What follows belongs to an exercise in optimizing a design on an open flow for small area, a short achievable clock period and few clock cycles per item; a production flow would make more cautious choices.
Function was checked by simulation only, so behaviour that the tests miss may differ from the original.
Power and IR drop assume default switching activity.

$ cat flow/run.sh
#!/bin/bash
# The standard layout (standard.sh, unchanged synthesis and steps), with one change: the
# buffers that buffer_ports puts on every input and output port are sky130_fd_sc_hd__buf_2
# instead of the resizer's default pick (a slow delay buffer, clkdlybuf4s50_1).
# make's full output goes to standard.log in this folder; ORFS's per-step logs stay under orfs/logs.
set -euo pipefail
bash standard.sh "BUFFER_PORTS_ARGS=-buffer_cell sky130_fd_sc_hd__buf_2" finish > standard.log 2>&1
$ cat standard.sh
#!/bin/bash
# synth_recipe.tcl (not shown) runs the flow's synth.tcl, then flattens the netlist and writes it again
# the make line also repeats each setting of config.mk as NAME=value (left out here)
make -C /OpenROAD-flow-scripts/flow DESIGN_CONFIG=/design/flow/config.mk WORK_HOME=/design/flow/orfs CLKGATE_MAP_FILE= SYNTH_SCRIPT=/design/flow/synth_recipe.tcl "${@:-finish}"
$ cat config.mk
export PLATFORM = sky130hd
export DESIGN_NAME = thumb_load_store_unit
export DESIGN_NICKNAME = thumb_load_store_unit
export VERILOG_FILES = /design/flow/design.v
export SDC_FILE = /design/flow/constraint.sdc
export NUM_CORES = 4
export LEC_CHECK = 0
export CAP_MARGIN = 20
export CORE_MARGIN = 2
export CORE_UTILIZATION = 60
export SETUP_SLACK_MARGIN = 2.0
export SLEW_MARGIN = 20
$ cat constraint.sdc
create_clock -name core_clock -period 5.5 [get_ports {clk}]
set_input_delay 1.1000 -clock core_clock [delete_from_list [all_inputs] [get_ports {clk}]]
set_output_delay 1.1000 -clock core_clock [all_outputs]
set_load 0.01 [all_outputs]
$ cat design.v
package tlsu_pkg;
  localparam logic [1:0] CMD_EXEC  = 2'd0;
  localparam logic [1:0] CMD_RET   = 2'd1;
  localparam logic [1:0] CMD_WRREG = 2'd2;
  localparam logic [1:0] CMD_RDREG = 2'd3;
  localparam logic [1:0] KIND_WRITE  = 2'd0;
  localparam logic [1:0] KIND_READ   = 2'd1;
  localparam logic [1:0] KIND_REPORT = 2'd2;
  localparam logic [1:0] KIND_ERROR  = 2'd3;
  localparam logic [3:0] REG_SP = 4'd13;
  localparam logic [3:0] REG_LR = 4'd14;
  localparam logic [3:0] REG_PC = 4'd15;
  localparam int unsigned PEND_DEPTH = 9;
  typedef struct packed {
    logic [1:0]  command;
    logic [15:0] instr;
    logic [3:0]  reg_index;
    logic [31:0] data;
  } in_item_t;
  typedef struct packed {
    logic [1:0]  kind;
    logic [31:0] address;
    logic [31:0] write_data;
    logic        byte_write;
    logic        branched;
    logic        thumb_state;
    logic        last;
  } out_item_t;
endpackage
module thumb_load_store_unit (
  input  logic        clk,
  input  logic        rst,
  input  logic        push,
  input  logic [53:0] item,
  output logic        full,
  output logic        empty,
  input  logic        pop,
  output logic [69:0] result
);
  logic [31:0] r [8];
  logic [31:0] sp, lr, pc;
  logic        tbit;
  logic [8:0]  pmask;    
  logic [1:0]  poff;     
  logic        ov;
  logic [1:0]  res_k;
  logic [21:0] res_ah;
  logic [9:0]  res_al;
  logic        res_c, res_bw, res_br, res_l;
  logic [10:0] rws;
  logic        pb;       
  logic [8:0]  plist;    
  logic        pmode;    
  wire acc  = push & ~full;
  wire step = pb & (~ov | pop);
  wire [1:0]  cmd = item[53:52];
  wire [15:0] ins = item[51:36];
  wire [3:0]  idx = item[35:32];
  wire [31:0] d   = item[31:0];
  wire pend   = |pmask;
  wire c_exec = (cmd == tlsu_pkg::CMD_EXEC);
  wire c_ret  = (cmd == tlsu_pkg::CMD_RET);
  wire c_wr   = (cmd == tlsu_pkg::CMD_WRREG);
  wire c_rd   = (cmd == tlsu_pkg::CMD_RDREG);
  wire e_ldrpc = (ins[15:11] == 5'b01001);
  wire e_str   = (ins[15:11] == 5'b01100);
  wire e_ldr   = (ins[15:11] == 5'b01101);
  wire e_strb  = (ins[15:11] == 5'b01110);
  wire e_strsp = (ins[15:11] == 5'b10010);
  wire e_ldrsp = (ins[15:11] == 5'b10011);
  wire e_pp    = (ins[15:12] == 4'hB) && (ins[10:9] == 2'd2);
  wire x_exec = c_exec & ~pend;    
  wire x_ldr  = x_exec & (e_ldrpc | e_ldr | e_ldrsp);
  wire x_st   = x_exec & (e_str | e_strb | e_strsp);
  wire x_pop  = x_exec & e_pp & ins[11] & (ins[8:0] != 9'd0);
  wire x_push = x_exec & e_pp & ~ins[11] & (ins[8:0] != 9'd0);
  wire x_none = x_exec & e_pp & (ins[8:0] == 9'd0);   
  wire x_ret  = c_ret & pend;
  wire reg_ok = ~idx[3] | (idx == 4'd13) | (idx == 4'd14) | (idx == 4'd15);
  wire x_wr   = c_wr & reg_ok;
  wire x_rd   = c_rd & reg_ok;
  wire [8:0] list = pb ? plist : ins[8:0];
  wire       mode = pb ? pmode : ins[11];
  logic [8:0] hi_1h;     
  always_comb begin
    hi_1h = 9'd0;
    for (int i = 0; i <= 8; i++) if (list[i]) hi_1h = 9'd1 << i;
  end
  wire [8:0] list_lo_cleared = list & (list - 9'd1);
  wire [8:0] list_hi_cleared = list & ~hi_1h;
  wire [8:0] list_next = mode ? list_lo_cleared : list_hi_cleared;
  wire       pp_last   = (list_next == 9'd0);
  wire [29:0] sp_inc = sp[31:2] + 30'd1;
  wire [29:0] sp_dec = sp[31:2] - 30'd1;
  wire [31:0] pp_addr = {mode ? sp[31:2] : sp_dec, 2'b00};
  wire [31:0] pp_sp   = {mode ? sp_inc : sp_dec, sp[1:0]};
  wire [10:0] push_ws = {1'b0, hi_1h[8], 1'b0, hi_1h[7:0]};   
  logic [8:0] ph_1h;
  always_comb begin
    ph_1h = 9'd0;
    for (int i = 8; i >= 0; i--) if (pmask[i]) ph_1h = 9'd1 << i;
  end
  wire       ret_pc = ph_1h[8];
  wire [8:0] pmask_next = pmask & ~ph_1h;
  wire [1:0]  rot = poff & {2{c_ret}};
  wire [31:0] wv8 = rot[0] ? {d[7:0], d[31:8]} : d;
  wire [31:0] wv  = rot[1] ? {wv8[15:0], wv8[31:16]} : wv8;
  wire [31:0] base = e_ldrpc ? pc : ins[15] ? sp : r[ins[5:3]];
  wire [9:0]  off  = e_strb ? {5'd0, ins[10:6]} : ins[15] | e_ldrpc ? {ins[7:0], 2'b00}
                                                                     : {3'd0, ins[10:6], 2'b00};
  wire [10:0] sum  = {1'b0, base[9:0]} + {1'b0, off};
  wire [9:0]  alo  = (e_strb | e_ldrpc) ? sum[9:0] : {sum[9:2], 2'b00};
  wire [7:0]  st_1h  = 8'd1 << (ins[15] ? ins[10:8] : ins[2:0]);
  logic [10:0] idx_ws;
  always_comb begin
    idx_ws = 11'd0;
    if (!idx[3]) idx_ws[idx[2:0]] = 1'b1;
    else if (idx == 4'd13) idx_ws[8] = 1'b1;
    else if (idx == 4'd14) idx_ws[9] = 1'b1;
    else if (idx == 4'd15) idx_ws[10] = 1'b1;
  end
  logic [1:0]  kind;
  logic [31:0] raddr;
  logic [10:0] rsel;
  logic        rbw, rbr, rlast, rcy;
  always_comb begin
    kind  = tlsu_pkg::KIND_ERROR;
    raddr = '0;
    rsel  = '0;
    rbw   = 1'b0;
    rbr   = 1'b0;
    rlast = 1'b1;
    rcy   = 1'b0;
    if (x_ldr | x_st) begin
      raddr = {base[31:10], alo};
      rcy   = sum[10];
    end
    if (x_pop | x_push) raddr = pp_addr;
    if (x_ldr | x_pop) begin
      kind  = tlsu_pkg::KIND_READ;
      rlast = ~x_pop | pp_last;
    end else if (x_st | x_push) begin
      kind  = tlsu_pkg::KIND_WRITE;
      rsel  = x_push ? push_ws : {3'd0, st_1h};
      rbw   = e_strb;
      rlast = ~x_push | pp_last;
    end else if (x_ret) begin
      kind  = tlsu_pkg::KIND_REPORT;
      raddr = {28'd0, ret_pc, ph_1h[4] | ph_1h[5] | ph_1h[6] | ph_1h[7] | ret_pc,
               ph_1h[2] | ph_1h[3] | ph_1h[6] | ph_1h[7] | ret_pc,
               ph_1h[1] | ph_1h[3] | ph_1h[5] | ph_1h[7] | ret_pc};
      rsel  = {ph_1h[8], 2'd0, ph_1h[7:0]};
      rbr   = ret_pc;
    end else if (x_wr | x_rd) begin
      kind  = tlsu_pkg::KIND_REPORT;
      raddr = {28'd0, idx};
      rsel  = idx_ws;
    end
  end
  logic [31:0] rv;
  always_comb begin
    rv = (rws[8] ? sp : 32'd0) | (rws[9] ? lr : 32'd0) | (rws[10] ? pc : 32'd0);
    for (int i = 0; i < 8; i++) rv = rv | (rws[i] ? r[i] : 32'd0);
  end
  assign full   = pb | (ov & ~pop);
  assign empty  = ~ov;
  assign result = {res_k, res_ah + {21'd0, res_c}, res_al,
                   res_bw ? {24'd0, rv[7:0]} : rv, res_bw, res_br, tbit, res_l};
  wire [7:0] we_r  = {8{acc & c_wr & ~idx[3]}} & (8'd1 << idx[2:0])
                   | {8{acc & c_ret}} & ph_1h[7:0];
  wire       we_pc = acc & (c_wr & (idx == 4'd15) | c_ret & ph_1h[8]);
  wire       we_t  = acc & c_ret & ph_1h[8];
  wire       we_lr = acc & c_wr & (idx == 4'd14);
  wire       we_sp = acc & c_wr & (idx == 4'd13);
  wire       pp_go = step | acc & (x_pop | x_push);
  wire       rload = ~ov | pop;
  always_ff @(posedge clk) begin
    if (rload) begin
      if (pb) begin
        res_k  <= pmode ? tlsu_pkg::KIND_READ : tlsu_pkg::KIND_WRITE;
        {res_ah, res_al} <= pp_addr;
        res_c  <= 1'b0;
        rws    <= pmode ? 11'd0 : push_ws;
        res_bw <= 1'b0;
        res_br <= 1'b0;
        res_l  <= pp_last;
      end else begin
        res_k  <= kind;
        {res_ah, res_al} <= raddr;
        res_c  <= rcy;
        rws    <= rsel;
        res_bw <= rbw;
        res_br <= rbr;
        res_l  <= rlast;
      end
    end
    if (rst) begin
      ov    <= 1'b0;
      pb    <= 1'b0;
      plist <= '0;
      pmode <= 1'b0;
      for (int i = 0; i < 8; i++) r[i] <= '0;
      sp    <= '0;
      lr    <= '0;
      pc    <= '0;
      tbit  <= 1'b1;
      pmask <= '0;
      poff  <= '0;
    end else begin
      if (rload) ov <= pb | push & ~x_none;
      for (int i = 0; i < 8; i++) if (we_r[i]) r[i] <= wv;
      if (we_pc) pc <= {wv[31:1], wv[0] & ~c_ret};
      if (we_t) tbit <= wv[0];
      if (we_lr) lr <= d;
      if (we_sp) sp <= d;
      else if (pp_go) sp <= pp_sp;
      if (pp_go) begin
        plist <= list_next;
        pb    <= ~pp_last;
      end
      if (acc) begin
        if (x_pop | x_push) pmode <= ins[11];
        if (x_ldr) begin
          pmask <= {1'b0, st_1h & {8{~e_ldrpc}} | (8'd1 << ins[10:8]) & {8{e_ldrpc}}};
          poff  <= e_ldrpc ? 2'd0 : sum[1:0];
        end
        if (x_pop) begin
          pmask <= ins[8:0];
          poff  <= 2'd0;
        end
        if (x_ret) pmask <= pmask_next;
      end
    end
  end
endmodule
==> results of run 1 <==
==> layer usage <==
layer	global-route usage, %	part of all wire [%]	up-vias
met2	69.92	40	2449
li1	-	-	11120
met1	62.95	35	12480
met4	33.27	7.7	8
met3	19.96	17	681
met5	0.8333	0.12	-
==> report_power, final <==
part | total [W] | internal, W | switching, W | leakage, nW
clock | 0.00315 | 0.00179 | 0.00136 | 0.737
sequential | 0.00321 | 0.00317 | 0.0000391 | 3.58
combinational | 0.000813 | 0.000230 | 0.000583 | 5.44
total | 0.00717 | 0.00519 | 0.00198 | 9.77
==> through the flow <==
stage | setup slack [ns] | std cells | power, W | hold slack [ns] | instance area [um^2]
CTS | 1.984 | 3576 | 0.007083 | 0.4606 | 27160
global placement | 0.9672 | 3468 | 0.003981 | 0.4435 | 25380
floorplan | 1.709 | 3004 | 0.003694 | 0.4322 | 24580
global route | 1.945 | 3586 | 0.007290 | 0.4761 | 27440
detailed placement | 0.9060 | 3468 | 0.003988 | 0.4501 | 25390
finish | 1.927 | 3590 | 0.007172 | 0.4618 | 27450
==> area by class of cell <==
| type | instances | area share, % |
|---|---|---|
| Multi-Input combinational cell | 2275 | 52.84 |
| Sequential cell | 425 | 32.79 |
| Timing Repair Buffer | 236 | 5.913 |
| Clock buffer | 68 | 4.755 |
| Tap cell | 525 | 2.393 |
| Clock inverter | 18 | 0.6610 |
| Inverter | 39 | 0.6154 |
| Antenna cell | 4 | 0.03647 |
==> flip-flops by register name, indices dropped and copies added (netlist names), 2 cells and up <==
name    flops
lr         32
pc         32
plist       9
pmask       9
poff        2
r         256
res_ah     22
res_al     10
res_k       2
rws        11
sp         32
==> kinds of logic after synthesis <==
| group | after synthesis | share of synthesized area, % |
|---|---|---|
| muxes | 222 | 10.97 |
| buffers and inverters | 304 | 4.859 |
| adders and majority gates | 23 | 1.213 |
| and+or+nand+nor | 1100 | 19.94 |
| DFF | 425 | 36.98 |
| AOI/OAI and AO/OA | 895 | 24.79 |
| xor gates and xnor gates | 35 | 1.260 |
==> worst max-delay path, stage by stage, from the launching register on <==
cell and delay [ns]:
sky130_fd_sc_hd__edfxtp_1 0.72, sky130_fd_sc_hd__buf_4 0.40, sky130_fd_sc_hd__a31oi_1 0.50, sky130_fd_sc_hd__buf_2 0.25
==> what timing repair did <==
| item | in CTS | in global routing |
|---|---|---|
| hold endpoints to repair | 0 | 0 |
| gates cloned | 0 | 0 |
| hold buffers | 0 | 0 |
| resized for setup | 32 | 48 |
| buffers inserted | 22 | 10 |
| pin swaps | 5 | 22 |
| endpoints found under the setup margin | 64 | 84 |
==> final timing paths <==
kind | slack, ns | to | cells past startpoint
setup / recovery | 1.93 | result[17] | 3
hold / removal | 0.46 | lr[14]$_SDFFE_PP0P_ | 2
setup reg to reg | 2.12 | r[5][21]$_SDFFE_PP0P_ | 8
hold reg to reg | 0.46 | lr[14]$_SDFFE_PP0P_ | 2
==> cells in the mapped netlist (11+ instances only) <==
cell type / count
sky130_fd_sc_hd__nand2_1: 577
sky130_fd_sc_hd__dfxtp_1: 376
sky130_fd_sc_hd__a21oi_1: 330
sky130_fd_sc_hd__clkbuf_1: 219
sky130_fd_sc_hd__nor2_1: 217
sky130_fd_sc_hd__mux2i_1: 171
sky130_fd_sc_hd__o21ai_0: 89
sky130_fd_sc_hd__a221oi_1: 88
sky130_fd_sc_hd__a22o_1: 79
sky130_fd_sc_hd__nand3_1: 70
sky130_fd_sc_hd__nor3_1: 50
sky130_fd_sc_hd__edfxtp_1: 49
sky130_fd_sc_hd__a31oi_1: 45
sky130_fd_sc_hd__inv_1: 36
sky130_fd_sc_hd__and3_1: 35
sky130_fd_sc_hd__mux4_2: 34
sky130_fd_sc_hd__a222oi_1: 32
sky130_fd_sc_hd__o211ai_1: 31
sky130_fd_sc_hd__a22oi_1: 28
sky130_fd_sc_hd__a211oi_1: 25
sky130_fd_sc_hd__xnor2_1: 25
sky130_fd_sc_hd__nand2b_1: 23
sky130_fd_sc_hd__ha_1: 22
sky130_fd_sc_hd__buf_1: 21
sky130_fd_sc_hd__buf_2: 21
sky130_fd_sc_hd__nor2b_1: 21
sky130_fd_sc_hd__o22ai_1: 20
sky130_fd_sc_hd__mux2_2: 17
sky130_fd_sc_hd__or3_1: 17
sky130_fd_sc_hd__nand4_1: 14
sky130_fd_sc_hd__nor4_1: 13
sky130_fd_sc_hd__o221ai_1: 12
sky130_fd_sc_hd__o2bb2ai_1: 12
sky130_fd_sc_hd__o32ai_1: 11
==> load_flow_metrics.sql, run 1 <==
INSERT INTO impl_metrics (metric_group, metric, value, unit) VALUES
('final_layout', 'layout.nets', '3104', ''),
('place', 'place_hpwl', '70.10', 'mm'),
('synthesis', 'share_of_synthesized_flip_flops_with_an_asynchronous_set_or_reset', '0', '%'),
('timing', 'timing_worst_slew_pin_value', '1.163', 'ns'),
('timing', 'setup_viol', '0', ''),
('timing', 'setup_skew', '0.02226', 'ns'),
('timing', 'timing.final.crit_share', '64.97', '%'),
('place', 'place.gp.congestion', '1.023', ''),
('pwr', 'vdd_drop_max', '0.2675', 'mV'),
('global_route', 'grt_pass1_wl', '156.9', 'mm'),
('setup_path', 'crit_start', 'res_bw$_SDFFCE_PP0N_', ''),
('synthesis', 'netlist_area_pre_place', '0.02434', 'mm^2'),
('clock_tree', 'clk_latency', '0.61', 'ns'),
('final_layout', 'final-seq-area', '0.008999', 'mm^2'),
('final_layout', 'areaGrowthSynthToFinish', '12.78', '%'),
('pwr', 'power_leakage', '9.766', 'nW'),
('clock_tree', 'tritoncts_sinks', '425', ''),
('synthesis', 'synth.top_cells.by_area', 'sky130_fd_sc_hd__dfxtp_1, sky130_fd_sc_hd__nand2_1, sky130_fd_sc_hd__mux2i_1', ''),
('synthesis', 'syn-mean-instance-area', '8.101', 'um^2'),
('drt', 'total_drc_errors_in_the_routed_layout', '0', ''),
('drt', 'postRouteAntennaNets', '0', ''),
('setup_path', 'critical_path_peak_fanout', '17', ''),
('setup_path', 'timing_worst_setup_path_type', 'reg2out', ''),
('timing', 'period_needed', '3.573', 'ns'),
('global_route', 'vias_in_the_first_global_route', '24930', ''),
('drt', 'drt-vias-per-instance', '7.445', ''),
('flow_run', 'drv_cap', '0', ''),
('die', 'floorplan.core_area', '0.03991', 'mm^2'),
('pwr', 'power.density', '261.3', 'mW/mm^2'),
('global_route', 'antenna_found_initial', '8', ''),
('global_route', 'grt_overflow', '0', ''),
('run_status', 'outcome', 'finished clean', ''),
('place', 'numPortBuffers', '129', ''),
('clock_tree', 'cts_max_path_buffers', '3', ''),
('setup_path', 'critical_path_required', '4.40', 'ns'),
('drt', 'finalWirelength', '107.5', 'mm'),
('clock_tree', 'clk_root_buffer_cell', 'sky130_fd_sc_hd__clkbuf_16', ''),
('synthesis', 'synth_enable_flop_cells', '49', ''),
('synthesis', 'synth_top_area_share', '30.93', '%'),
('synthesis', 'netlist_instances', '3004', ''),
('timing', 'setup_total_negative_slack', '0', 'ns'),
('global_route', 'gr_util_all_layers', '49.92', '%'),
('worst_hold_path', 'hp_class', 'reg2reg', ''),
('timing', 'final-max-slew-violation-count', '0', ''),
('final_layout', 'most_frequent_standard_cell_in_the_layout_excluding_fill_and_tap_cells', 'sky130_fd_sc_hd__nand2_1', ''),
('global_route', 'pin_count_of_the_biggest_net_entering_global_routing', '143', ''),
('final_layout', 'multi_input_area', '0.01450', 'mm^2'),
('timing', 'max_clock_freq', '279.8', 'MHz'),
('die', 'num_rows', '73', ''),
('setup_path', 'cp.arrival', '2.47', 'ns'),
('drt', 'drt_iter0_drc', '4645', ''),
('final_layout', 'final_core_util', '68.76', '%'),
('synthesis', 'yosysTopAreaCell', 'sky130_fd_sc_hd__dfxtp_1', ''),
('clock_tree', 'clk_transition_reported_paths', '0.06', 'ns'),
('timing', 'setup_repair_after_global_routing_missed_its_margin', 'true', ''),
('final_layout', 'num-fill-cells', '3285', ''),
('clock_tree', 'cts_inserted_buffers', '46', ''),
('timing', 'slew_headroom', '22.40', '%'),
('clock_tree', 'tritoncts', 'yes', ''),
('drt', 'route.vias.total', '26730', ''),
('synthesis', 'synth_fp_nets', '3085', ''),
('clock_tree', 'cts_max_level', '2', ''),
('die', 'die_height', '205.4', 'um'),
('final_layout', 'post_route_cells_drive_above_1_share', '14.64', '%'),
('die', 'dieArea', '0.04219', 'mm^2'),
('synthesis', 'synth-seq-area-share', '36.98', '%'),
('die', 'ioPinCount', '130', ''),
('final_layout', 'layout.cells.most_common_list', 'sky130_fd_sc_hd__nand2_1, sky130_fd_sc_hd__dfxtp_1, sky130_fd_sc_hd__a21oi_1', ''),
('synthesis', 'yosys_warnings', '2', ''),
('drt', 'routed_wire_length_per_instance', '29.93', 'um'),
('synthesis', 'synthDistinctLibCells', '79', ''),
('drt', 'dr.pass1.iters', '10', ''),
('synthesis', 'dominantRegCellSynth', 'sky130_fd_sc_hd__dfxtp_1', ''),
('worst_hold_path', 'worstHoldStart', 'lr[14]$_SDFFE_PP0P_', ''),
('synthesis', 'yosys_register_bits', '425', ''),
('setup_path', 'worst_setup_path_end_kind', 'primary output', ''),
('timing', 'final-hold-violation-count', '0', ''),
('setup_path', 'critical_path.startpoint_type', 'flip-flop', ''),
('die', 'start_util', '60.97', '%'),
('setup_path', 'r2r_start', 'pb$_SDFFE_PP0P_', ''),
('die', 'dieWidth', '205.4', 'um');
Testbench counts, summed over its fixed seeds: cycles 6,017, items 4,194.
==> run 2: changes to the inputs <==
==> run.sh (new file) <==
#!/bin/bash
# synth_recipe.tcl (not shown) runs the flow's synth.tcl, then flattens the netlist and writes it again
# the make line also repeats each setting of config.mk as NAME=value (left out here)
make -C /OpenROAD-flow-scripts/flow DESIGN_CONFIG=/design/flow/config.mk WORK_HOME=/design/flow/orfs CLKGATE_MAP_FILE= SYNTH_SCRIPT=/design/flow/synth_recipe.tcl finish
removed: flow/run.sh
removed: standard.sh
==> run 2 against run 1 <==
- still clean on timing, DRC and antenna
- non-clock buffer count grew 59
- maximum frequency is 1.4% lower
- critical path depth rose by 8
- clock power rose by 7.0%
- area after synthesis stayed put
- die area did not move
- critical path type unchanged
- critical endpoint is now result[64]
- highest routed layer unchanged
==> load_flow_metrics.sql, run 2 <==
INSERT INTO impl_metrics (metric_group, metric, value, unit) VALUES
('clock_tree', 'tritoncts', 'yes', ''),
('global_route', 'grt_overflow', '0', ''),
('drt', 'total_drc_errors_in_the_routed_layout', '0', ''),
('drt', 'drt_iter0_drc', '5735', ''),
('pwr', 'power.density', '258.5', 'mW/mm^2'),
('pwr', 'vdd_drop_max', '0.3116', 'mV'),
('drt', 'routed_wire_length_per_instance', '30.96', 'um'),
('clock_tree', 'cts_inserted_buffers', '46', ''),
('final_layout', 'most_frequent_standard_cell_in_the_layout_excluding_fill_and_tap_cells', 'sky130_fd_sc_hd__nand2_1', ''),
('worst_hold_path', 'worstHoldStart', 'lr[23]$_SDFFE_PP0P_', ''),
('timing', 'period_needed', '3.626', 'ns'),
('setup_path', 'critical_path_required', '4.40', 'ns'),
('drt', 'route.vias.total', '27760', ''),
('clock_tree', 'clk_transition_reported_paths', '0.07', 'ns'),
('place', 'numPortBuffers', '129', ''),
('clock_tree', 'tritoncts_sinks', '425', ''),
('pwr', 'p_total', '0.007519', 'W'),
('timing', 'final-hold-violation-count', '0', ''),
('clock_tree', 'clk_root_buffer_cell', 'sky130_fd_sc_hd__clkbuf_16', ''),
('setup_path', 'r2r-end', 'res_ah[14]$_DFFE_PN_', ''),
('global_route', 'vias_in_the_first_global_route', '25610', ''),
('clock_tree', 'clk_latency', '0.62', 'ns'),
('setup_path', 'cp.arrival', '2.53', 'ns'),
('final_layout', 'layout.cells.most_common_list', 'sky130_fd_sc_hd__nand2_1, sky130_fd_sc_hd__dfxtp_1, sky130_fd_sc_hd__a21oi_1', ''),
('die', 'dieArea', '0.04219', 'mm^2'),
('die', 'dieWidth', '205.4', 'um'),
('clock_tree', 'cts_max_path_buffers', '3', ''),
('final_layout', 'largest_reg_flops', '256', ''),
('pwr', 'power.switching_fraction', '27.59', '%'),
('setup_path', 'crit_start', 'res_c$_SDFFCE_PP0N_', ''),
('synthesis', 'netlist_instances', '3004', ''),
('pwr', 'part_of_the_power_in_combinational_logic', '12.6', '%'),
('setup_path', 'cp-endpoint', 'result[64]', ''),
('drt', 'drt-vias-per-instance', '7.612', ''),
('timing', 'setup_skew', '0.01567', 'ns'),
('die', 'num_rows', '73', ''),
('final_layout', 'largest-register', 'r', ''),
('die', 'floorplan.core_area', '0.03991', 'mm^2'),
('global_route', 'antenna_found_initial', '9', ''),
('worst_hold_path', 'hp_class', 'reg2reg', ''),
('synthesis', 'post_synth_top_cells', 'sky130_fd_sc_hd__nand2_1, sky130_fd_sc_hd__dfxtp_1, sky130_fd_sc_hd__a21oi_1', ''),
('clock_tree', 'hold_buffers', '0', ''),
('timing', 'setup_viol', '0', ''),
('timing', 'timing_worst_slew_pin_value', '1.276', 'ns'),
('global_route', 'pin_count_of_the_biggest_net_entering_global_routing', '141', ''),
('synthesis', 'share_of_synthesized_flip_flops_with_an_asynchronous_set_or_reset', '0', '%'),
('synthesis', 'synth_enable_flop_cells', '49', ''),
('synthesis', 'yosysTopAreaCell', 'sky130_fd_sc_hd__dfxtp_1', ''),
('pwr', 'switching_power', '0.002075', 'W'),
('synthesis', 'synth_fp_nets', '3085', ''),
('final_layout', 'layout.nets', '3164', ''),
('synthesis', 'dominantRegCellSynth', 'sky130_fd_sc_hd__dfxtp_1', ''),
('die', 'die_height', '205.4', 'um'),
('global_route', 'gr_util_all_layers', '51.57', '%'),
('final_layout', 'areaGrowthSynthToFinish', '19.55', '%'),
('timing', 'setup_repair_after_global_routing_missed_its_margin', 'true', ''),
('timing', 'setup_total_negative_slack', '0', 'ns'),
('pwr', 'power_leakage', '10.35', 'nW'),
('die', 'start_util', '60.97', '%'),
('timing', 'final-max-slew-violation-count', '0', ''),
('synthesis', 'yosys_warnings', '2', ''),
('synthesis', 'yosys_register_bits', '425', ''),
('synthesis', 'syn-mean-instance-area', '8.101', 'um^2'),
('synthesis', 'netlist_area_pre_place', '0.02434', 'mm^2'),
('setup_path', 'r2r_start', 'pb$_SDFFE_PP0P_', ''),
('global_route', 'grt_pass1_wl', '162.1', 'mm'),
('die', 'ioPinCount', '130', ''),
('setup_path', 'critical_path_peak_fanout', '4', ''),
('synthesis', 'synth.top_cells.by_area', 'sky130_fd_sc_hd__dfxtp_1, sky130_fd_sc_hd__nand2_1, sky130_fd_sc_hd__mux2i_1', ''),
('setup_path', 'critical_path.startpoint_type', 'flip-flop', ''),
('timing', 'max_clock_freq', '275.8', 'MHz'),
('place', 'place_hpwl', '71.14', 'mm'),
('synthesis', 'synth.most_common_cell', 'sky130_fd_sc_hd__nand2_1', ''),
('final_layout', 'final_core_util', '72.89', '%'),
('setup_path', 'worst-r2r-setup-slack', '2.17', 'ns'),
('final_layout', 'num-fill-cells', '2974', ''),
('pwr', 'clkPwrFrac', '44.8', '%'),
('setup_path', 'timing_worst_setup_path_type', 'reg2out', ''),
('timing', 'timing.final.crit_share', '65.93', '%'),
('synthesis', 'synth_top_area_share', '30.93', '%'),
('pwr', 'intPower', '0.005445', 'W'),
('final_layout', 'post_route_cells_drive_above_1_share', '15.04', '%'),
('flow_run', 'drv_cap', '0', ''),
('synthesis', 'synth-seq-area-share', '36.98', '%'),
('setup_path', 'worst_setup_path_end_kind', 'primary output', ''),
('place', 'place.gp.congestion', '1.030', ''),
('pwr', 'seqPwrFrac', '42.6', '%'),
('drt', 'postRouteAntennaNets', '0', ''),
('drt', 'finalWirelength', '112.9', 'mm'),
('run_status', 'outcome', 'finished clean', ''),
('clock_tree', 'cts_max_level', '2', ''),
('drt', 'dr.pass1.iters', '12', ''),
('setup_path', 'ff2ff_path_depth', '7', ''),
('timing', 'slew_headroom', '14.06', '%'),
('synthesis', 'synthDistinctLibCells', '79', '');
run 2: layer usage:
metal | vias up | track usage, % | share of wire [%]
met2 | 2760 | 71.21 | 39
met5 | - | 2.381 | 0.28
met4 | 14 | 34.79 | 8.8
met3 | 847 | 23.63 | 18
met1 | 12900 | 63.69 | 34
li1 | 11240 | - | -
run 2: worst min path at each step:
stage	to	slack, ns	depth (start not counted)
after CTS	lr[23]$_SDFFE_PP0P_	0.46	2
after detailed placement	lr[23]$_SDFFE_PP0P_	0.45	2
after global placement	lr[2]$_SDFFE_PP0P_	0.44	2
after floorplan	poff[0]$_SDFFE_PP0P_	0.43	2
after global routing	lr[23]$_SDFFE_PP0P_	0.48	2
final	lr[23]$_SDFFE_PP0P_	0.46	2
run 2: cell families after synthesis:
logic type	Yosys count	synth area share, %
xor+xnor	35	1.260
buf+inv	304	4.859
simple gates	1100	19.94
fa+ha+maj	23	1.213
mux	222	10.97
flops	425	36.98
compound gates	895	24.79
run 2: worst max-delay path: stages (launching register included):
cell	delay, ns
sky130_fd_sc_hd__edfxtp_1	0.45
sky130_fd_sc_hd__ha_4	0.18
sky130_fd_sc_hd__buf_6	0.10
sky130_fd_sc_hd__ha_4	0.14
sky130_fd_sc_hd__inv_4	0.04
sky130_fd_sc_hd__nor2_4	0.10
sky130_fd_sc_hd__nand4_1	0.17
sky130_fd_sc_hd__nor2_2	0.17
sky130_fd_sc_hd__buf_4	0.14
sky130_fd_sc_hd__nand2_1	0.07
sky130_fd_sc_hd__xnor2_1	0.18
sky130_fd_sc_hd__buf_2	0.16
run 2: stage by stage:
stage	worst slack (ns)	area (um^2)	cells	hold slack (ns)
global route	1.830	29090	3644	0.4760
floorplan	1.709	24580	3004	0.4322
finish	1.874	29090	3647	0.4597
detailed placement	0.7249	26130	3480	0.4508
CTS	1.842	28650	3624	0.4592
global placement	0.8627	26100	3478	0.4414
run 2: repair_timing:
item / in CTS / in global routing
pin swaps: 26 / 34
setup endpoints to repair: 85 / 201
buffers inserted: 54 / 18
gates resized for setup: 171 / 129
cloned: 6 / 2
run 2: layout make-up:
| cell class | count | area [um^2] | share of cell area (%) |
|---|---|---|---|
| Tap cell | 525 | 656.9 | 2.258 |
| Multi-Input combinational cell | 2276 | 14860 | 51.08 |
| Clock inverter | 24 | 326.6 | 1.122 |
| Antenna cell | 3 | 7.507 | 0.02580 |
| Inverter | 39 | 168.9 | 0.5806 |
| Clock buffer | 60 | 1265 | 4.348 |
| Timing Repair Buffer | 295 | 2809 | 9.655 |
| Sequential cell | 425 | 8999 | 30.93 |
run 2: power by group through the flow:
stage          registers, W  logic [W]  clock network (W)
3_5_place_dp        0.00330   0.000736                  0
4_1_cts             0.00320   0.000847            0.00332
5_1_grt             0.00320   0.000955            0.00347
6_report            0.00320   0.000951            0.00337
3_3_place_gp        0.00330   0.000721                  0
2_1_floorplan       0.00326   0.000436                  0
==> run 3: changes to the inputs <==
--- a/design.v
+++ b/design.v
@@ -48,5 +48,5 @@
   logic [9:0]  res_al;
   logic        res_c, res_bw, res_br, res_l;
-  logic [10:0] rws;
+  logic [10:0] rws, rwh;    
   logic        pb;       
   logic [8:0]  plist;    
@@ -160,11 +160,16 @@
   logic [31:0] rv;
   always_comb begin
-    rv = (rws[8] ? sp : 32'd0) | (rws[9] ? lr : 32'd0) | (rws[10] ? pc : 32'd0);
-    for (int i = 0; i < 8; i++) rv = rv | (rws[i] ? r[i] : 32'd0);
+    rv[7:0]  = (rws[8] ? sp[7:0] : 8'd0) | (rws[9] ? lr[7:0] : 8'd0) | (rws[10] ? pc[7:0] : 8'd0);
+    rv[31:8] = (rwh[8] ? sp[31:8] : 24'd0) | (rwh[9] ? lr[31:8] : 24'd0)
+             | (rwh[10] ? pc[31:8] : 24'd0);
+    for (int i = 0; i < 8; i++) begin
+      rv[7:0]  = rv[7:0] | (rws[i] ? r[i][7:0] : 8'd0);
+      rv[31:8] = rv[31:8] | (rwh[i] ? r[i][31:8] : 24'd0);
+    end
   end
   assign full   = pb | (ov & ~pop);
   assign empty  = ~ov;
   assign result = {res_k, res_ah + {21'd0, res_c}, res_al,
-                   res_bw ? {24'd0, rv[7:0]} : rv, res_bw, res_br, tbit, res_l};
+                   rv, res_bw, res_br, tbit, res_l};
   wire [7:0] we_r  = {8{acc & c_wr & ~idx[3]}} & (8'd1 << idx[2:0])
                    | {8{acc & c_ret}} & ph_1h[7:0];
@@ -182,4 +187,5 @@
         res_c  <= 1'b0;
         rws    <= pmode ? 11'd0 : push_ws;
+        rwh    <= pmode ? 11'd0 : push_ws;
         res_bw <= 1'b0;
         res_br <= 1'b0;
@@ -190,4 +196,5 @@
         res_c  <= rcy;
         rws    <= rsel;
+        rwh    <= rbw ? 11'd0 : rsel;
         res_bw <= rbw;
         res_br <= rbr;
==> flow/run.sh (new file) <==
#!/bin/bash
# The standard layout (standard.sh, unchanged synthesis and steps), with one change: the
# buffers that buffer_ports puts on every input and output port are sky130_fd_sc_hd__buf_2
# instead of the resizer's default pick (a slow delay buffer, clkdlybuf4s50_1).
# make's full output goes to standard.log in this folder; ORFS's per-step logs stay under orfs/logs.
set -euo pipefail
bash standard.sh "BUFFER_PORTS_ARGS=-buffer_cell sky130_fd_sc_hd__buf_2" finish > standard.log 2>&1
==> standard.sh (new file) <==
#!/bin/bash
# synth_recipe.tcl (not shown) runs the flow's synth.tcl, then flattens the netlist and writes it again
# the make line also repeats each setting of config.mk as NAME=value (left out here)
make -C /OpenROAD-flow-scripts/flow DESIGN_CONFIG=/design/flow/config.mk WORK_HOME=/design/flow/orfs CLKGATE_MAP_FILE= SYNTH_SCRIPT=/design/flow/synth_recipe.tcl "${@:-finish}"
--- a/config.mk
+++ b/config.mk
@@ -9,4 +9,4 @@
 export CORE_MARGIN = 2
 export CORE_UTILIZATION = 60
-export SETUP_SLACK_MARGIN = 2.0
+export SETUP_SLACK_MARGIN = 2.2
 export SLEW_MARGIN = 20
removed: run.sh
==> run 3 against run 2 <==
- non-clock buffer count decreased by 60
- sequential power increased by 4%
- hold slack improved by 0.0015 ns
- critical path depth decreased by 6
- core utilization decreased by 3.3 points
- global-route usage decreased by 1.8 points
- count of clock-buffer cells in the layout increased by 10
- highest routed layer unchanged
==> load_flow_metrics.sql, run 3 <==
INSERT INTO impl_metrics (metric_group, metric, value, unit) VALUES
('synthesis', 'synth.top_cells.by_area', 'sky130_fd_sc_hd__dfxtp_1, sky130_fd_sc_hd__nand2_1, sky130_fd_sc_hd__edfxtp_1', ''),
('clock_tree', 'clk_latency', '0.62', 'ns'),
('place', 'place_hpwl', '68.85', 'mm'),
('drt', 'met3_wirelength', '18.90', 'mm'),
('pwr', 'clkPwrFrac', '44.2', '%'),
('drt', 'postRouteAntennaNets', '0', ''),
('timing', 'setup_total_negative_slack', '0', 'ns'),
('setup_path', 'critical_path.startpoint_type', 'flip-flop', ''),
('setup_path', 'crit_start', 'rwh[8]$_SDFFCE_PP0N_', ''),
('synthesis', 'yosys_warnings', '2', ''),
('setup_path', 'r2r-end', 'res_ah[11]$_DFFE_PN_', ''),
('synthesis', 'dominantRegCellSynth', 'sky130_fd_sc_hd__dfxtp_1', ''),
('final_layout', 'layout.cells.most_common_list', 'sky130_fd_sc_hd__nand2_1, sky130_fd_sc_hd__dfxtp_1, sky130_fd_sc_hd__a21oi_1', ''),
('timing', 'setup_repair_after_global_routing_missed_its_margin', 'true', ''),
('drt', 'routed_wire_length_per_instance', '30.12', 'um'),
('drt', 'met1Wirelength', '38.29', 'mm'),
('synthesis', 'share_of_synthesized_flip_flops_with_an_asynchronous_set_or_reset', '0', '%'),
('synthesis', 'yosysTopAreaCell', 'sky130_fd_sc_hd__dfxtp_1', ''),
('die', 'ioPinCount', '130', ''),
('drt', 'drt_iter0_drc', '4814', ''),
('setup_path', 'worst-r2r-setup-slack', '2.31', 'ns'),
('synthesis', 'synth.most_common_cell', 'sky130_fd_sc_hd__nand2_1', ''),
('die', 'die_height', '205.5', 'um'),
('place', 'numPortBuffers', '129', ''),
('pwr', 'intPower', '0.005409', 'W'),
('final_layout', 'final_core_util', '69.56', '%'),
('run_status', 'outcome', 'finished clean', ''),
('final_layout', 'most_frequent_standard_cell_in_the_layout_excluding_fill_and_tap_cells', 'sky130_fd_sc_hd__nand2_1', ''),
('setup_path', 'slowest_delay', '0.41', 'ns'),
('clock_tree', 'cts_inserted_buffers', '47', ''),
('final_layout', 'final-seq-area', '0.009330', 'mm^2'),
('setup_path', 'timing_worst_setup_path_type', 'reg2out', ''),
('clock_tree', 'clk_transition_reported_paths', '0.06', 'ns'),
('setup_path', 'ff2ff_path_depth', '6', ''),
('synthesis', 'synth_fp_nets', '3084', ''),
('setup_path', 'critical_path.cell_chain', 'buf_12, a22o_1, a221oi_1, nand3_1, buf_2', ''),
('drt', 'route.top_layer_used', 'met5', ''),
('global_route', 'gr_util_all_layers', '49.75', '%'),
('synthesis', 'syn-mean-instance-area', '8.113', 'um^2'),
('global_route', 'grt_overflow', '0', ''),
('clock_tree', 'clk_root_buffer_cell', 'sky130_fd_sc_hd__clkbuf_16', ''),
('global_route', 'antenna_found_initial', '9', ''),
('timing', 'slew_headroom', '27.00', '%'),
('timing', 'final.setup.worst_slack', '2.072', 'ns'),
('synthesis', 'synthDistinctLibCells', '75', ''),
('final_layout', 'largest_reg_flops', '256', ''),
('final_layout', 'multi_input_area', '0.01432', 'mm^2'),
('pwr', 'p_total', '0.007469', 'W'),
('timing', 'setup_skew', '0.02406', 'ns'),
('synthesis', 'synth_enable_flop_cells', '60', ''),
('worst_hold_path', 'hp_class', 'reg2reg', ''),
('drt', 'total_drc_errors_in_the_routed_layout', '0', ''),
('setup_path', 'crit_slowest_cell', 'sky130_fd_sc_hd__edfxtp_1', ''),
('timing', 'timing.final.crit_share', '62.32', '%'),
('pwr', 'power.density', '269.0', 'mW/mm^2'),
('global_route', 'grt_pass1_wl', '155.5', 'mm'),
('synthesis', 'synth-seq-area-share', '38.29', '%'),
('pwr', 'power_leakage', '9.909', 'nW'),
('final_layout', 'largest-register', 'r', ''),
('pwr', 'vdd_drop_max', '0.4406', 'mV'),
('setup_path', 'cp.arrival', '2.33', 'ns'),
('setup_path', 'r2r_start', 'pmask[0]$_SDFFE_PP0P_', ''),
('synthesis', 'yosys_register_bits', '436', ''),
('setup_path', 'cp-endpoint', 'result[22]', ''),
('final_layout', 'post_route_cells_drive_above_1_share', '15.65', '%'),
('final_layout', 'layout.nets', '3106', ''),
('flow_run', 'drv_cap', '0', ''),
('drt', 'route.vias.total', '26370', ''),
('clock_tree', 'tritoncts', 'yes', ''),
('drt', 'dr.pass1.iters', '10', ''),
('die', 'dieArea', '0.04223', 'mm^2'),
('drt', 'wl_met2', '42.98', 'mm'),
('die', 'num_rows', '73', ''),
('pwr', 'power.switching_fraction', '27.59', '%'),
('setup_path', 'critical_path_peak_fanout', '24', ''),
('drt', 'drt-vias-per-instance', '7.344', ''),
('synthesis', 'netlist_instances', '3003', ''),
('final_layout', 'num-fill-cells', '3278', ''),
('timing', 'final-max-slew-violation-count', '0', ''),
('pwr', 'switching_power', '0.002060', 'W'),
('final_layout', 'areaGrowthSynthToFinish', '13.96', '%'),
('setup_path', 'worst_setup_path_end_kind', 'primary output', ''),
('clock_tree', 'cts_max_level', '2', ''),
('timing', 'max_clock_freq', '291.8', 'MHz'),
('timing', 'timing_worst_slew_pin_value', '1.064', 'ns'),
('synthesis', 'synth_top_area_share', '30.90', '%'),
('place', 'pre_cts_ws', '1.128', 'ns'),
('synthesis', 'netlist_area_pre_place', '0.02436', 'mm^2'),
('place', 'place.gp.congestion', '1.032', ''),
('drt', 'finalWirelength', '108.2', 'mm'),
('setup_path', 'critical_path_required', '4.40', 'ns'),
('timing', 'setup_viol', '0', ''),
('die', 'dieWidth', '205.5', 'um'),
('die', 'start_util', '61.04', '%'),
('pwr', 'seqPwrFrac', '44.5', '%'),
('timing', 'period_needed', '3.428', 'ns'),
('clock_tree', 'cts_max_path_buffers', '3', ''),
('global_route', 'pin_count_of_the_biggest_net_entering_global_routing', '179', ''),
('timing', 'fin_worst_hold_slack', '0.4613', 'ns'),
('pwr', 'part_of_the_power_in_combinational_logic', '11.3', '%'),
('clock_tree', 'tritoncts_sinks', '436', ''),
('timing', 'final-hold-violation-count', '0', ''),
('die', 'floorplan.core_area', '0.03991', 'mm^2'),
('synthesis', 'post_synth_top_cells', 'sky130_fd_sc_hd__nand2_1, sky130_fd_sc_hd__dfxtp_1, sky130_fd_sc_hd__a21oi_1', ''),
('global_route', 'vias_in_the_first_global_route', '24510', '');
==> run 3: cell types whose count changed after synthesis, moves of 22 or more <==
cell and delta:
sky130_fd_sc_hd__a21oi_1 +27, sky130_fd_sc_hd__a31oi_1 -29, sky130_fd_sc_hd__buf_2 +22, sky130_fd_sc_hd__clkbuf_1 -32, sky130_fd_sc_hd__mux2i_1 -48, sky130_fd_sc_hd__nand2_1 +75, sky130_fd_sc_hd__o211ai_1 -23, sky130_fd_sc_hd__o22ai_1 +32
==> run 3: area by class of cell <==
cell class | instances | area share [%]
diodes | 6 | 0.05408
clock buffers | 70 | 5.021
clock inverters | 14 | 0.5859
inverters | 47 | 0.6625
multi-input cells | 2258 | 51.56
flip-flops and latches | 436 | 33.61
well taps | 525 | 2.366
repair buffers | 235 | 6.143
==> run 3: how the worst min path moves through the flow <==
| stage | from | endpoint | cells past startpoint |
|---|---|---|---|
| 3_5_place_dp | lr[25]$_SDFFE_PP0P_ | lr[25]$_SDFFE_PP0P_ | 2 |
| 5_1_grt | lr[19]$_SDFFE_PP0P_ | lr[19]$_SDFFE_PP0P_ | 2 |
| 4_1_cts | lr[1]$_SDFFE_PP0P_ | lr[1]$_SDFFE_PP0P_ | 2 |
| 6_report | lr[11]$_SDFFE_PP0P_ | lr[11]$_SDFFE_PP0P_ | 2 |
| 3_3_place_gp | lr[30]$_SDFFE_PP0P_ | lr[30]$_SDFFE_PP0P_ | 2 |
| 2_1_floorplan | lr[31]$_SDFFE_PP0P_ | lr[31]$_SDFFE_PP0P_ | 2 |
==> run 3: logic make-up after synthesis <==
| group | after synthesis | share of synthesized area (%) |
|---|---|---|
| AO/OA/AOI/OAI | 859 | 23.26 |
| XOR/XNOR | 63 | 2.265 |
| adder cells (fa/ha/maj) | 23 | 1.212 |
| buffers and inverters | 309 | 5.233 |
| flip-flops | 436 | 38.29 |
| multiplexers | 186 | 9.907 |
| AND/OR/NAND/NOR | 1127 | 19.83 |
==> run 3: per-layer routing <==
layer,vias up,global-route usage (%)
li1,10970,-
met1,12370,62.76
met2,2386,69.49
met3,636,21.90
met4,10,30.40
met5,-,0
==> run 3: power groups by stage <==
stage | Sequential (W) | Combinational (W) | Clock, W
6_report | 0.00332 | 0.000843 | 0.00330
5_1_grt | 0.00332 | 0.000858 | 0.00339
4_1_cts | 0.00332 | 0.000747 | 0.00326
3_5_place_dp | 0.00339 | 0.000714 | 0
3_3_place_gp | 0.00339 | 0.000706 | 0
2_1_floorplan | 0.00336 | 0.000452 | 0
==> run 3: worst max-delay path, delay by kind of cell, from the launching register on <==
kind	cells	cell delay (ns)
DFF	1	0.41
and+or+nand+nor	1	0.29
AOI/OAI and AO/OA	2	0.59
buffers and inverters	2	0.44
==> run 3: per-stage QoR <==
step           cells  instance area (um^2)
4_1_cts         3557                 27160
5_1_grt         3585                 27750
2_1_floorplan   3003                 24580
6_report        3591                 27760
3_5_place_dp    3455                 25160
3_3_place_gp    3455                 25160
==> run 3: timing repair <==
action / 4_1_cts / 5_1_grt
pin swaps: 9 / 24
hold buffers: 0 / 0
buffers inserted: 18 / 26
setup endpoints to repair: 139 / 196
cloned: 0 / 2
resized for setup: 66 / 72
Testbench counts of run 3, summed over its fixed seeds: cycles 6,017, items 4,194.

-- what the ideal ports hide --
The results above use ideal ports. As a check the final layouts listed here were re-extracted and re-timed, cells and wires unchanged. Step 1 (the two cells are an assumption about what drives the block):
set clk [get_ports {clk}]
set_driving_cell -lib_cell sky130_fd_sc_hd__clkbuf_16 $clk
set_driving_cell -lib_cell sky130_fd_sc_hd__buf_2 [delete_from_list [all_inputs] $clk]
Step 2, shift: input delay + t, output delay - t, t = (earliest + latest rising clock arrival at the registers) / 2. This alone moves slack from input paths to output paths. Three values: ideal, step 1, step 2; two values: the first two.
run	t (ns)	setup WS [ns]	hold slack, ns	worst setup path after step 2
run 1	0.660	1.927 / 1.869 / 1.340	0.462 / 0.462 / 0.462	input to register
run 2	0.677	1.874 / 1.811 / 1.237	0.460 / 0.460 / 0.460	input to register
run 3	0.668	2.072 / 2.012 / 1.460	0.461 / 0.461 / 0.461	input to register
After both steps setup and hold are still met in every run listed. The setup slack of run 2, which loses most, moves by -0.063 ns with the drivers and by -0.637 ns with both steps.
